This design comes from an exercise in tuning for small area and a short achievable clock period on the open sky130 flow, not from production work. Function was checked by simulation only, so behaviour that the tests miss may differ from the original. Power and IR drop assume default switching activity.

the baseline:
==> flow/design.v <==
module result_fifo #(
  parameter int DATA_W = 40,
  parameter int ADDR_W = 6
) (
  input  logic                   clk,
  input  logic                   wr_en,
  input  logic [7:0]             wr_hi,
  input  logic [7:0]             wr_lo,
  input  logic [DATA_W-1:0]      din,
  input  logic [(1<<ADDR_W)-1:0] rd_sel_n,
  output logic [DATA_W-1:0]      dout_lo,
  output logic [DATA_W-1:0]      dout_hi
);
  localparam int DEPTH = 1 << ADDR_W;
  logic [DATA_W-1:0] mem_r [DEPTH];
  always_ff @(posedge clk) begin
    for (int i = 0; i < DEPTH; i++) begin
      if (wr_en && wr_hi[i / 8] && wr_lo[i % 8]) begin
        mem_r[i] <= din;
      end
    end
  end
  always_comb begin
    dout_lo = '1;
    dout_hi = '1;
    for (int i = 0; i < DEPTH / 2; i++) begin
      dout_lo = dout_lo & (mem_r[i] | {DATA_W{rd_sel_n[i]}});
      dout_hi = dout_hi & (mem_r[i + DEPTH / 2] | {DATA_W{rd_sel_n[i + DEPTH / 2]}});
    end
  end
endmodule
module result_serializer #(
  parameter int DATA_W = 40,
  parameter int ADDR_W = 6,
  parameter int SLACK  = 4
) (
  input  logic                 clk,
  input  logic                 rst,
  input  logic                 fifo_wr_en,
  input  logic [DATA_W-1:0]    dut_dout,
  output logic                 fifo_full,
  output logic [7:0]           byte_dout,
  output logic                 byte_valid,
  input  logic                 byte_ready,
  output logic [15:0]          word_count,
  output logic                 overflow
);
  localparam int              DEPTH      = 1 << ADDR_W;
  localparam logic [ADDR_W:0] FULL_THR_C = (ADDR_W+1)'(DEPTH - SLACK);
  localparam int              NB_L       = DATA_W / 8;
  logic [7:0]        wr_hi_r;
  logic [7:0]        wr_lo_r;
  logic [DEPTH-1:0]  rd_sel_n_r;
  logic [ADDR_W:0]   count_r;
  logic              fifo_full_r;
  logic              overflow_r;
  logic              load_r;
  logic              valid_r;
  logic [NB_L-1:0]   cur_r;         
  logic [7:0]        byte_dout_r;
  logic [DATA_W-1:0] rd_lo_r;       
  logic [DATA_W-1:0] rd_hi_r;
  logic [DATA_W-1:0] word_r;        
  logic [15:0]       word_count_r;
  logic [DATA_W-1:0] rd_lo_s;
  logic [DATA_W-1:0] rd_hi_s;
  logic [DATA_W-1:0] rd_data_s;
  logic              at_cap_s;
  logic              nonempty_s;
  logic              wr_ok_s;
  logic              accept_s;
  logic              last_s;
  logic              inc_s;
  logic              dec_s;
  logic [ADDR_W:0]   count_up_s;
  logic [ADDR_W:0]   count_dn_s;
  logic              full_up_s;
  logic              full_dn_s;
  logic              full_eq_s;
  logic [NB_L-1:0]   cur_next_s;
  logic [7:0]        byte_next_s;
  logic [15:0]       wc_low_ones_s;
  logic [15:0]       wc_plus1_s;
  assign at_cap_s   = count_r[ADDR_W];
  assign nonempty_s = (count_r != '0);
  assign wr_ok_s    = fifo_wr_en && !at_cap_s;
  assign accept_s   = valid_r && byte_ready;
  assign last_s     = cur_r[NB_L-1];
  result_fifo #(
    .DATA_W (DATA_W),
    .ADDR_W (ADDR_W)
  ) u_fifo (
    .clk    (clk),
    .wr_en  (fifo_wr_en),
    .wr_hi  (wr_hi_r & {8{!at_cap_s}}),
    .wr_lo  (wr_lo_r),
    .din    (dut_dout),
    .rd_sel_n (rd_sel_n_r),
    .dout_lo (rd_lo_s),
    .dout_hi (rd_hi_s)
  );
  assign inc_s      = wr_ok_s && !load_r;
  assign dec_s      = load_r && !wr_ok_s;
  assign count_up_s = count_r + 1'b1;
  assign count_dn_s = count_r - 1'b1;
  assign full_up_s  = (count_r >= FULL_THR_C - 1'b1);
  assign full_dn_s  = (count_r >= FULL_THR_C + 1'b1);
  assign full_eq_s  = (count_r >= FULL_THR_C);
  always_ff @(posedge clk) begin
    if (rst) begin
      wr_hi_r     <= 8'd1;
      wr_lo_r     <= 8'd1;
      rd_sel_n_r  <= {{(DEPTH-1){1'b1}}, 1'b0};
      count_r     <= '0;
      fifo_full_r <= 1'b0;
      overflow_r  <= 1'b0;
    end else begin
      if (wr_ok_s) begin
        wr_lo_r <= {wr_lo_r[6:0], wr_lo_r[7]};
        if (wr_lo_r[7]) wr_hi_r <= {wr_hi_r[6:0], wr_hi_r[7]};
      end
      if (load_r) rd_sel_n_r <= {rd_sel_n_r[DEPTH-2:0], rd_sel_n_r[DEPTH-1]};
      if (inc_s) begin
        count_r     <= count_up_s;
        fifo_full_r <= full_up_s;
      end else if (dec_s) begin
        count_r     <= count_dn_s;
        fifo_full_r <= full_dn_s;
      end else begin
        fifo_full_r <= full_eq_s;
      end
      if (fifo_wr_en && at_cap_s) overflow_r <= 1'b1;
    end
  end
  always_comb begin
    for (int i = 0; i < 16; i++) begin
      wc_low_ones_s[i] = &(word_count_r | ~((16'd1 << i) - 16'd1));
    end
  end
  assign wc_plus1_s = word_count_r ^ wc_low_ones_s;
  always_ff @(posedge clk) begin
    if (rst) begin
      load_r       <= 1'b0;
      valid_r      <= 1'b0;
      word_count_r <= '0;
    end else begin
      if (load_r) begin
        load_r  <= 1'b0;
        valid_r <= 1'b1;
      end else if (!valid_r) begin
        load_r  <= nonempty_s;
      end else if (accept_s && last_s) begin
        valid_r <= 1'b0;
        load_r  <= nonempty_s;
        if (!(&word_count_r)) word_count_r <= wc_plus1_s;
      end
    end
  end
  assign rd_data_s = rd_lo_r & rd_hi_r;
  always_ff @(posedge clk) begin
    rd_lo_r <= rd_lo_s;
    rd_hi_r <= rd_hi_s;
    if (load_r) word_r <= rd_data_s;
  end
  always_comb begin
    if (load_r)        cur_next_s = {{(NB_L-1){1'b0}}, 1'b1};
    else if (accept_s) cur_next_s = {cur_r[NB_L-2:0], 1'b0};
    else               cur_next_s = cur_r;
  end
  always_comb begin
    if (load_r) begin
      byte_next_s = rd_data_s[DATA_W-1 -: 8];
    end else begin
      byte_next_s = '0;
      for (int k = 0; k < NB_L; k++) begin
        byte_next_s = byte_next_s | (word_r[DATA_W-1-8*k -: 8] & {8{cur_next_s[k]}});
      end
    end
  end
  always_ff @(posedge clk) begin
    cur_r       <= cur_next_s;
    byte_dout_r <= byte_next_s;
  end
  assign fifo_full  = fifo_full_r;
  assign byte_dout  = byte_dout_r;
  assign byte_valid = valid_r;
  assign word_count = word_count_r;
  assign overflow   = overflow_r;
endmodule
make LEC_CHECK=0 CAP_MARGIN=5 CORE_MARGIN=2 CORE_UTILIZATION=60 CTS_CLUSTER_DIAMETER=80 CTS_CLUSTER_SIZE=28 SETUP_SLACK_MARGIN=2.0 SLEW_MARGIN=5 TNS_END_PERCENT=5 finish   # period 4.0 ns
run.sh (not shown) runs the stock make flow with config.mk's settings and CLKGATE_MAP_FILE= SYNTH_SCRIPT=/design/flow/synth_recipe.tcl, a recipe that flattens the netlist after the stock synthesis.
Input changes introduced in the candidate (baseline for comparison: the baseline):
--- a/flow/design.v
+++ b/flow/design.v
@@ -2,22 +2,21 @@
   parameter int DATA_W = 40,
   parameter int ADDR_W = 6
 ) (
   input  logic                   clk,
   input  logic                   wr_en,
-  input  logic [7:0]             wr_hi,
-  input  logic [7:0]             wr_lo,
+  input  logic [(1<<ADDR_W)-1:0] wr_sel,
   input  logic [DATA_W-1:0]      din,
   input  logic [(1<<ADDR_W)-1:0] rd_sel_n,
   output logic [DATA_W-1:0]      dout_lo,
   output logic [DATA_W-1:0]      dout_hi
 );
   localparam int DEPTH = 1 << ADDR_W;
   logic [DATA_W-1:0] mem_r [DEPTH];
   always_ff @(posedge clk) begin
     for (int i = 0; i < DEPTH; i++) begin
-      if (wr_en && wr_hi[i / 8] && wr_lo[i % 8]) begin
+      if (wr_en && wr_sel[i]) begin
         mem_r[i] <= din;
       end
     end
   end
   always_comb begin
@@ -46,12 +45,11 @@
   output logic                 overflow
 );
   localparam int              DEPTH      = 1 << ADDR_W;
   localparam logic [ADDR_W:0] FULL_THR_C = (ADDR_W+1)'(DEPTH - SLACK);
   localparam int              NB_L       = DATA_W / 8;
-  logic [7:0]        wr_hi_r;
-  logic [7:0]        wr_lo_r;
+  logic [DEPTH-1:0]  wr_sel_r;
   logic [DEPTH-1:0]  rd_sel_n_r;
   logic [ADDR_W:0]   count_r;
   logic              fifo_full_r;
   logic              overflow_r;
   logic              load_r;
@@ -89,13 +87,12 @@
   result_fifo #(
     .DATA_W (DATA_W),
     .ADDR_W (ADDR_W)
   ) u_fifo (
     .clk    (clk),
-    .wr_en  (fifo_wr_en),
-    .wr_hi  (wr_hi_r & {8{!at_cap_s}}),
-    .wr_lo  (wr_lo_r),
+    .wr_en  (wr_ok_s),
+    .wr_sel (wr_sel_r),
     .din    (dut_dout),
     .rd_sel_n (rd_sel_n_r),
     .dout_lo (rd_lo_s),
     .dout_hi (rd_hi_s)
   );
@@ -106,21 +103,17 @@
   assign full_up_s  = (count_r >= FULL_THR_C - 1'b1);
   assign full_dn_s  = (count_r >= FULL_THR_C + 1'b1);
   assign full_eq_s  = (count_r >= FULL_THR_C);
   always_ff @(posedge clk) begin
     if (rst) begin
-      wr_hi_r     <= 8'd1;
-      wr_lo_r     <= 8'd1;
+      wr_sel_r    <= {{(DEPTH-1){1'b0}}, 1'b1};
       rd_sel_n_r  <= {{(DEPTH-1){1'b1}}, 1'b0};
       count_r     <= '0;
       fifo_full_r <= 1'b0;
       overflow_r  <= 1'b0;
     end else begin
-      if (wr_ok_s) begin
-        wr_lo_r <= {wr_lo_r[6:0], wr_lo_r[7]};
-        if (wr_lo_r[7]) wr_hi_r <= {wr_hi_r[6:0], wr_hi_r[7]};
-      end
+      if (wr_ok_s) wr_sel_r <= {wr_sel_r[DEPTH-2:0], wr_sel_r[DEPTH-1]};
       if (load_r) rd_sel_n_r <= {rd_sel_n_r[DEPTH-2:0], rd_sel_n_r[DEPTH-1]};
       if (inc_s) begin
         count_r     <= count_up_s;
         fifo_full_r <= full_up_s;
       end else if (dec_s) begin
Findings:
The candidate vs the baseline, power share of the sequential group went up by 0.5 points. For the hold slack, the candidate came in 0.030 ns higher than the baseline did. Of the baseline and the candidate, the higher overall die height belongs to the candidate. [compare] base=the baseline new=the candidate: relative contribution of the clock network to total power saw a decrease, die area grew by 2600 um^2. Summary of the candidate over the baseline: critical path depth shows an increase of 6, number of buffers and inverters on the critical path up 5, wire length went up 1300 um, first-pass GRT wire length went up. Comparing the baseline and the candidate, overall power consumption is higher on the candidate. Period utilization (the candidate over the baseline): decrease, 2.9 points. Between the candidate and the baseline, the clock network area share figures differ only marginally.

[what the ideal ports hide]
How much do the figures lean on ideal ports? The routed layouts below were timed once more, with nothing changed but the port constraints.
Step 1 (the two cells are an assumption about what drives the block):
set clk [get_ports {clk}]
set_driving_cell -lib_cell sky130_fd_sc_hd__clkbuf_16 $clk
set_driving_cell -lib_cell sky130_fd_sc_hd__buf_2 [delete_from_list [all_inputs] $clk]
Step 2 adds t to the input delays and takes it off the output delays; t is the mean of the earliest and latest rising clock arrival at the registers after step 1. Input paths then give back, and output paths get back, about the clock's delay inside the block.
a / b / c = ideal ports / drivers / drivers and shift; a / b = the first two.
| run | shift t [ns] | slack for setup (ns) | worst slew at a driven data input, ns | pins driven straight from the clock port |
|---|---|---|---|---|
| the baseline | 0.893 | 1.729 / 1.692 / 1.005 | 0.04 | 1 |
| the candidate | 0.903 | 1.843 / 1.801 / 1.159 | 0.04 | 1 |
After both steps every run listed still meets setup and hold. For the baseline, which loses most, drivers alone change the setup slack by -0.037 ns; drivers and shift together by -0.724 ns.
